From an optimization exercise on the open Yosys and OpenROAD flow, aimed at small area, a short achievable clock period and few clock cycles; shortcuts taken in it are not production practice.
At most, simulation tests tie the RTL to the original design; equivalence was not proved.
Power is estimated from default activity; no workload was simulated.

## battle_engine
module battle_engine (
    input  logic                          clk_25MHz,
    input  logic                          rst,
    input  logic                          start,
    input  logic                          frame_valid,
    output logic                          frame_ready,
    input  logic                          spawn_valid,
    output logic                          spawn_ready,
    input  logic                          spawn_enemy,
    input  logic [battle_pkg::type_w-1:0] spawn_type,
    output logic [battle_pkg::hp_w-1:0]   tower_hp_enemy,
    output logic [battle_pkg::hp_w-1:0]   tower_hp_army,
    output logic [battle_pkg::slot_w:0]   enemy_count,
    output logic [battle_pkg::slot_w:0]   army_count,
    output logic [battle_pkg::x_w-1:0]    enemy_front_x,
    output logic [battle_pkg::x_w-1:0]    army_front_x,
    output logic                          game_win,
    output logic                          game_lose
);
For scale: about 9200 cells after synthesis, roughly 450 flip-flops, about 64 I/O pins, about 0.059 mm2 of cells after synthesis.
export LEC_CHECK = 0
export ABC_AREA = 1
export CAP_MARGIN = 20
export CORE_MARGIN = 2
export CORE_UTILIZATION = 40
export CTS_BUF_LIST = sky130_fd_sc_hd__clkbuf_8
export SETUP_SLACK_MARGIN = 5
export SLEW_MARGIN = 20
create_clock -name core_clock -period 18.0 [get_ports {clk_25MHz}]
standard.sh (not shown) runs the stock make flow with config.mk's settings and CLKGATE_MAP_FILE= SYNTH_SCRIPT=/design/flow/synth_recipe.tcl, a recipe that flattens the netlist after the stock synthesis.
==> flow/flow/run.sh <==
#!/bin/bash
set -euo pipefail
bash standard.sh SETUP_SLACK_MARGIN=9.8 \
    'BUFFER_PORTS_ARGS=-buffer_cell sky130_fd_sc_hd__buf_2' \
    finish > standard_make.log 2>&1
==> next run, changes <==
--- a/flow/design.v
+++ b/flow/design.v
@@ -175,33 +175,36 @@
                 assign beats[i][j] = !beats[j][i];
             end else begin : g_eq
                 assign beats[i][j] = 1'b1;
             end
         end
         assign is_f[i] = alive_q[i] && &(beats[i] | ~alive_q);
         assign is_s[i] = alive_q[i] && !is_f[i] && &(beats[i] | ~alive_q | is_f);
     end
+    logic [battle_pkg::uhp_w-1:0] f_hp;
     logic [xw-1:0]                f_x, s_x;
-    logic [battle_pkg::uhp_w:0]   hp_left [n];    
+    logic [battle_pkg::uhp_w:0]   hp_left;
     logic                         kill;
     logic [n-1:0]                 k_hit;    
     always_comb begin
+        f_hp = '0;
         f_x  = '0;
         s_x  = '0;
         for (int i = 0; i < n; i++) begin
+            f_hp = f_hp | (is_f[i] ? hp_q[i] : '0);
             f_x  = f_x  | (is_f[i] ? x_nx[i] : '0);
             s_x  = s_x  | (is_s[i] ? x_nx[i] : '0);
         end
         if (!(|is_f)) f_x = spawn_x;
         if (!(|is_s)) s_x = spawn_x;
     end
+    assign hp_left = {1'b0, f_hp} - {1'b0, dmg_in};
     for (genvar i = 0; i < n; i++) begin : g_kill
-        assign hp_left[i] = {1'b0, hp_q[i]} - {1'b0, dmg_in};
-        assign k_hit[i]   = hp_left[i][battle_pkg::uhp_w] || (hp_left[i][battle_pkg::uhp_w-1:0] == '0);
+        assign k_hit[i] = ge_f(11'(dmg_in), 11'(hp_q[i]));
     end
     assign kill    = |(is_f & k_hit);
     logic [n-1:0] free_1h;
     always_comb begin
         free_1h = '0;
         for (int i = n - 1; i >= 0; i--)
             if (!alive_q[i]) free_1h = n'(1) << i;
     end
@@ -220,22 +223,22 @@
             alive_q <= alive_q & ~(kill ? is_f : '0);
             if (kill) count_q <= count_m1;
             front_q <= kill ? s_x : f_x;
         end else if (spawn_go) begin
             alive_q <= alive_q | free_1h;
             count_q <= count_q + 1'b1;
         end
     end
-    logic [battle_pkg::uhp_w-1:0] hp_sp;
-    assign hp_sp = battle_pkg::unit_hp(spawn_type);
+    logic [battle_pkg::uhp_w-1:0] hp_wr;
+    assign hp_wr = frame_go ? hp_left[battle_pkg::uhp_w-1:0] : battle_pkg::unit_hp(spawn_type);
     for (genvar i = 0; i < n; i++) begin : g_slot
         always_ff @(posedge clk_25MHz)
             if ((spawn_go && free_1h[i]) || (frame_go && is_f[i]))
-                hp_q[i] <= frame_go ? hp_left[i][battle_pkg::uhp_w-1:0] : hp_sp;
+                hp_q[i] <= hp_wr;
         always_ff @(posedge clk_25MHz) begin
             if (spawn_go && free_1h[i]) begin
                 type_q[i] <= spawn_type;
                 r_q[i]    <= spawn_r(spawn_type);
                 c_q[i]    <= '0;
             end else if (frame_go) begin
                 r_q[i] <= r_nx[i];
                 c_q[i] <= c_nx[i];
Outcome: Wire length increases by a few percent; first-iteration DRC count drops by a few percent; power came out higher by a few percent; worst hold slack gains 0.0079 ns; via count came out lower slightly; final area decreases slightly; sequential cell count does not change; area after synthesis came out lower by a few percent; utilization came out higher by 1.6 points; setup slack is worse by 0.18 ns.
Testbench counts after the change, summed over its fixed seeds: cycles 24,292.
For the first run of this note, only the layout was checked, not whether the RTL still works.

---

battle_engine, a different RTL version from the one above (not shown whole).
Size in the first run: ~8700 cells after synthesis, about 64 I/O pins, about 56000 um2 of cells after synthesis.
==> module unit_squad, before the edit <==
module unit_squad #(
    parameter bit side_enemy = 1'b1
) (
    input  logic                          clk_25MHz,
    input  logic                          rst,
    input  logic                          start,
    input  logic                          spawn_go,
    input  logic [battle_pkg::type_w-1:0] spawn_type,
    input  logic                          frame_go,
    input  logic                          opp_alive,      
    input  logic [battle_pkg::x_w-1:0]    opp_front_x,    
    input  logic [battle_pkg::dmg_w-1:0]  dmg_in,         
    output logic                          has_free,
    output logic                          any_alive,
    output logic [battle_pkg::slot_w:0]   alive_count,
    output logic [battle_pkg::x_w-1:0]    front_x,
    output logic [battle_pkg::dmg_w-1:0]  dmg_unit,       
    output logic [battle_pkg::dmg_w-1:0]  dmg_tower       
);
    localparam int n  = battle_pkg::slot_cnt;
    localparam int xw = battle_pkg::x_w;
    localparam logic [xw-1:0] spawn_x = side_enemy ? battle_pkg::enemy_spawn_x :
                                                     battle_pkg::army_spawn_x;
    function automatic logic ge_f(input logic [10:0] a, input logic [10:0] b);
        ge_f = 1'b1;
        for (int k = 0; k < 11; k++)
            ge_f = (a[k] & ~b[k]) | (~(~a[k] & b[k]) & ge_f);
    endfunction
    logic [n-1:0]                    alive_q;
    logic [battle_pkg::type_w-1:0]   type_q [n];
    logic [xw-1:0]                   r_q    [n];    
    logic [battle_pkg::uhp_w-1:0]    hp_q   [n];
    logic [battle_pkg::cnt_w-1:0]    c_q    [n];
    logic [battle_pkg::slot_w:0]     count_q;
    logic [xw-1:0]                   front_q;
    logic [n-1:0]                 opp_in, tower_in, strike;
    logic [xw-1:0]                r_nx   [n];
    logic [xw-1:0]                x_nx   [n];
    logic [battle_pkg::cnt_w-1:0] c_nx   [n];
    logic [4:0]                   atk    [n];
    for (genvar i = 0; i < n; i++) begin : g_step
        logic [battle_pkg::cnt_w-1:0] c;
        logic [xw-1:0] rng;
        logic go;
        assign c   = c_q[i];
        assign rng = xw'(battle_pkg::unit_range(type_q[i]));
        if (side_enemy) begin : g_e
            assign opp_in[i]   = opp_alive && ge_f(11'(r_q[i]), 11'(opp_front_x));
            assign tower_in[i] = (r_q[i] >= 10'd570);
            assign r_nx[i]     = (c == '0) && !go ?
                                 r_q[i] + xw'(battle_pkg::unit_speed(type_q[i])) : r_q[i];
            assign x_nx[i]     = r_nx[i] - rng;
        end else begin : g_a
            assign opp_in[i]   = opp_alive && ge_f(11'(opp_front_x), 11'(r_q[i]));
            assign tower_in[i] = (r_q[i] <= 10'd70);
            assign r_nx[i]     = (c == '0) && !go ?
                                 r_q[i] - xw'(battle_pkg::unit_speed(type_q[i])) : r_q[i];
            assign x_nx[i]     = r_nx[i] + rng;
        end
        assign go        = opp_in[i] || tower_in[i];
        assign strike[i] = alive_q[i] && (c == battle_pkg::unit_strike(type_q[i]));
        assign c_nx[i]   = (c == '0) ? {3'd0, go} :
                           (c == battle_pkg::unit_last(type_q[i])) ? '0 : c + 1'b1;
        assign atk[i]    = battle_pkg::unit_atk(type_q[i]);
    end
    logic [5:0] pu [4], pt [4];
    for (genvar k = 0; k < 4; k++) begin : g_pair
        logic [5:0] both;
        logic       u0, u1, t0, t1;
        assign both = 6'(atk[2*k]) + 6'(atk[2*k+1]);
        assign u0 = strike[2*k]   &&  opp_in[2*k];
        assign u1 = strike[2*k+1] &&  opp_in[2*k+1];
        assign t0 = strike[2*k]   && !opp_in[2*k];
        assign t1 = strike[2*k+1] && !opp_in[2*k+1];
        assign pu[k] = (u0 && u1) ? both : u0 ? 6'(atk[2*k]) : u1 ? 6'(atk[2*k+1]) : '0;
        assign pt[k] = (t0 && t1) ? both : t0 ? 6'(atk[2*k]) : t1 ? 6'(atk[2*k+1]) : '0;
    end
    assign dmg_unit  = (8'(pu[0]) + 8'(pu[1])) + (8'(pu[2]) + 8'(pu[3]));
    assign dmg_tower = (8'(pt[0]) + 8'(pt[1])) + (8'(pt[2]) + 8'(pt[3]));
    logic [n-1:0] beats [n];    
    logic [n-1:0] is_f, is_s;
    for (genvar i = 0; i < n; i++) begin : g_cmp
        for (genvar j = 0; j < n; j++) begin : g_j
            if (i < j) begin : g_lt
                assign beats[i][j] = side_enemy ? ge_f(11'(x_nx[i]), 11'(x_nx[j])) :
                                                  ge_f(11'(x_nx[j]), 11'(x_nx[i]));
            end else if (i > j) begin : g_gt
                assign beats[i][j] = !beats[j][i];
            end else begin : g_eq
                assign beats[i][j] = 1'b1;
            end
        end
        assign is_f[i] = alive_q[i] && &(beats[i] | ~alive_q);
        assign is_s[i] = alive_q[i] && !is_f[i] && &(beats[i] | ~alive_q | is_f);
    end
    logic [battle_pkg::uhp_w-1:0] f_hp;
    logic [xw-1:0]                f_x, s_x;
    logic [battle_pkg::uhp_w:0]   hp_left;
    logic                         kill;
    always_comb begin
        f_hp = '0;
        f_x  = '0;
        s_x  = '0;
        for (int i = 0; i < n; i++) begin
            f_hp = f_hp | (is_f[i] ? hp_q[i] : '0);
            f_x  = f_x  | (is_f[i] ? x_nx[i] : '0);
            s_x  = s_x  | (is_s[i] ? x_nx[i] : '0);
        end
        if (!(|is_f)) f_x = spawn_x;
        if (!(|is_s)) s_x = spawn_x;
    end
    assign hp_left = {1'b0, f_hp} - {1'b0, dmg_in};
    assign kill    = (|alive_q) && (hp_left[battle_pkg::uhp_w] || hp_left[battle_pkg::uhp_w-1:0] == '0);
    logic [n-1:0] free_1h;
    always_comb begin
        free_1h = '0;
        for (int i = n - 1; i >= 0; i--)
            if (!alive_q[i]) free_1h = n'(1) << i;
    end
    logic [battle_pkg::slot_w:0] count_m1;
    assign count_m1    = count_q - 1'b1;
    assign alive_count = count_q;
    assign has_free    = !count_q[battle_pkg::slot_w];
    assign any_alive   = |count_q;
    assign front_x     = front_q;
    always_ff @(posedge clk_25MHz) begin
        if (rst || start) begin
            alive_q <= '0;
            count_q <= '0;
            front_q <= spawn_x;
        end else if (frame_go) begin
            alive_q <= alive_q & ~(kill ? is_f : '0);
            if (kill) count_q <= count_m1;
            front_q <= kill ? s_x : f_x;
        end else if (spawn_go) begin
            alive_q <= alive_q | free_1h;
            count_q <= count_q + 1'b1;
        end
    end
    for (genvar i = 0; i < n; i++) begin : g_slot
        always_ff @(posedge clk_25MHz) begin
            if (spawn_go && free_1h[i]) begin
                type_q[i] <= spawn_type;
                r_q[i]    <= side_enemy ? spawn_x + xw'(battle_pkg::unit_range(spawn_type)) :
                                          spawn_x - xw'(battle_pkg::unit_range(spawn_type));
                hp_q[i]   <= battle_pkg::unit_hp(spawn_type);
                c_q[i]    <= '0;
            end else if (frame_go) begin
                r_q[i] <= r_nx[i];
                c_q[i] <= c_nx[i];
                if (is_f[i])
                    hp_q[i] <= hp_left[battle_pkg::uhp_w-1:0];
            end
        end
    end
endmodule
export LEC_CHECK = 0
export ABC_AREA = 1
export CAP_MARGIN = 20
export CORE_MARGIN = 2
export CORE_UTILIZATION = 40
export SETUP_SLACK_MARGIN = 5
export SLEW_MARGIN = 20
create_clock -name core_clock -period 18.0 [get_ports {clk_25MHz}]
==> flow/flow/run.sh <==
#!/bin/bash
set -euo pipefail
bash standard.sh SETUP_SLACK_MARGIN=9.5 finish > standard_make.log 2>&1
Then changed:
--- a/flow/design.v
+++ b/flow/design.v
@@ -161,4 +161,5 @@
     logic [battle_pkg::uhp_w:0]   hp_left;
     logic                         kill;
+    logic [n-1:0]                 k_hit;    
     always_comb begin
         f_hp = '0;
@@ -174,5 +175,8 @@
     end
     assign hp_left = {1'b0, f_hp} - {1'b0, dmg_in};
-    assign kill    = (|alive_q) && (hp_left[battle_pkg::uhp_w] || hp_left[battle_pkg::uhp_w-1:0] == '0);
+    for (genvar i = 0; i < n; i++) begin : g_kill
+        assign k_hit[i] = (dmg_in >= hp_q[i]);
+    end
+    assign kill    = |(is_f & k_hit);
     logic [n-1:0] free_1h;
     always_comb begin
@@ -201,5 +205,10 @@
         end
     end
+    logic [battle_pkg::uhp_w-1:0] hp_wr;
+    assign hp_wr = frame_go ? hp_left[battle_pkg::uhp_w-1:0] : battle_pkg::unit_hp(spawn_type);
     for (genvar i = 0; i < n; i++) begin : g_slot
+        always_ff @(posedge clk_25MHz)
+            if ((spawn_go && free_1h[i]) || (frame_go && is_f[i]))
+                hp_q[i] <= hp_wr;
         always_ff @(posedge clk_25MHz) begin
             if (spawn_go && free_1h[i]) begin
@@ -207,11 +216,8 @@
                 r_q[i]    <= side_enemy ? spawn_x + xw'(battle_pkg::unit_range(spawn_type)) :
                                           spawn_x - xw'(battle_pkg::unit_range(spawn_type));
-                hp_q[i]   <= battle_pkg::unit_hp(spawn_type);
                 c_q[i]    <= '0;
             end else if (frame_go) begin
                 r_q[i] <= r_nx[i];
                 c_q[i] <= c_nx[i];
-                if (is_f[i])
-                    hp_q[i] <= hp_left[battle_pkg::uhp_w-1:0];
             end
         end
The new run produced a clean layout.
First-iteration DRC count is lower by 5.1%.
Final cell count rose by 0.70%.
Total power decreases by 8.9%.
Global-route usage is lower by 2.9 points.
Worst hold slack is better by 0.0071 ns.
Sequential power stays flat.
Via count drops by 1.3%.
Worst setup slack gets worse by 0.0049 ns.
Wire length decreases by 5.2%.
Register-to-register slack improves by 0.20 ns.
Clock power goes up by about 3%.
Testbench counts after the change, summed over its fixed seeds: cycles 24,292.
For the first run of this note, only the layout was checked, not whether the RTL still works.

==> re-timing with driven ports <==
How much do the figures lean on ideal ports? The routed layouts below were timed once more, with nothing changed but the port constraints.
Step 1 assumes that a clkbuf_16 drives the clock port and a buf_2 every other input.
Step 2 times the ports against the registers' clock, not the clock port: input delays grow and output delays shrink by t, the midpoint of the rising clock arrivals with the driver on.
Slacks: no drivers / after step 1 / after step 2; pairs: no drivers / after step 1.
run	shift t [ns]	setup WS [ns]	worst setup path after step 2	clock arrival spread, ns	worst data-port slew with drivers (ns)
the first run of note 1	0.934	9.990 / 9.990 / 9.990	register to register	0.098 / 0.098	0.03
the second run of note 1	0.890	9.815 / 9.789 / 9.789	input to output	0.041 / 0.042	0.04
the first run of note 2	0.772	9.655 / 9.655 / 9.655	register to register	0.035 / 0.035	0.06
the second run of note 2	0.791	9.650 / 9.612 / 9.612	input to output	0.069 / 0.069	0.09
After both steps setup and hold are still met in every run listed. The setup slack of the second run of note 2, which loses most, moves by -0.038 ns with the drivers and by -0.038 ns with both steps.
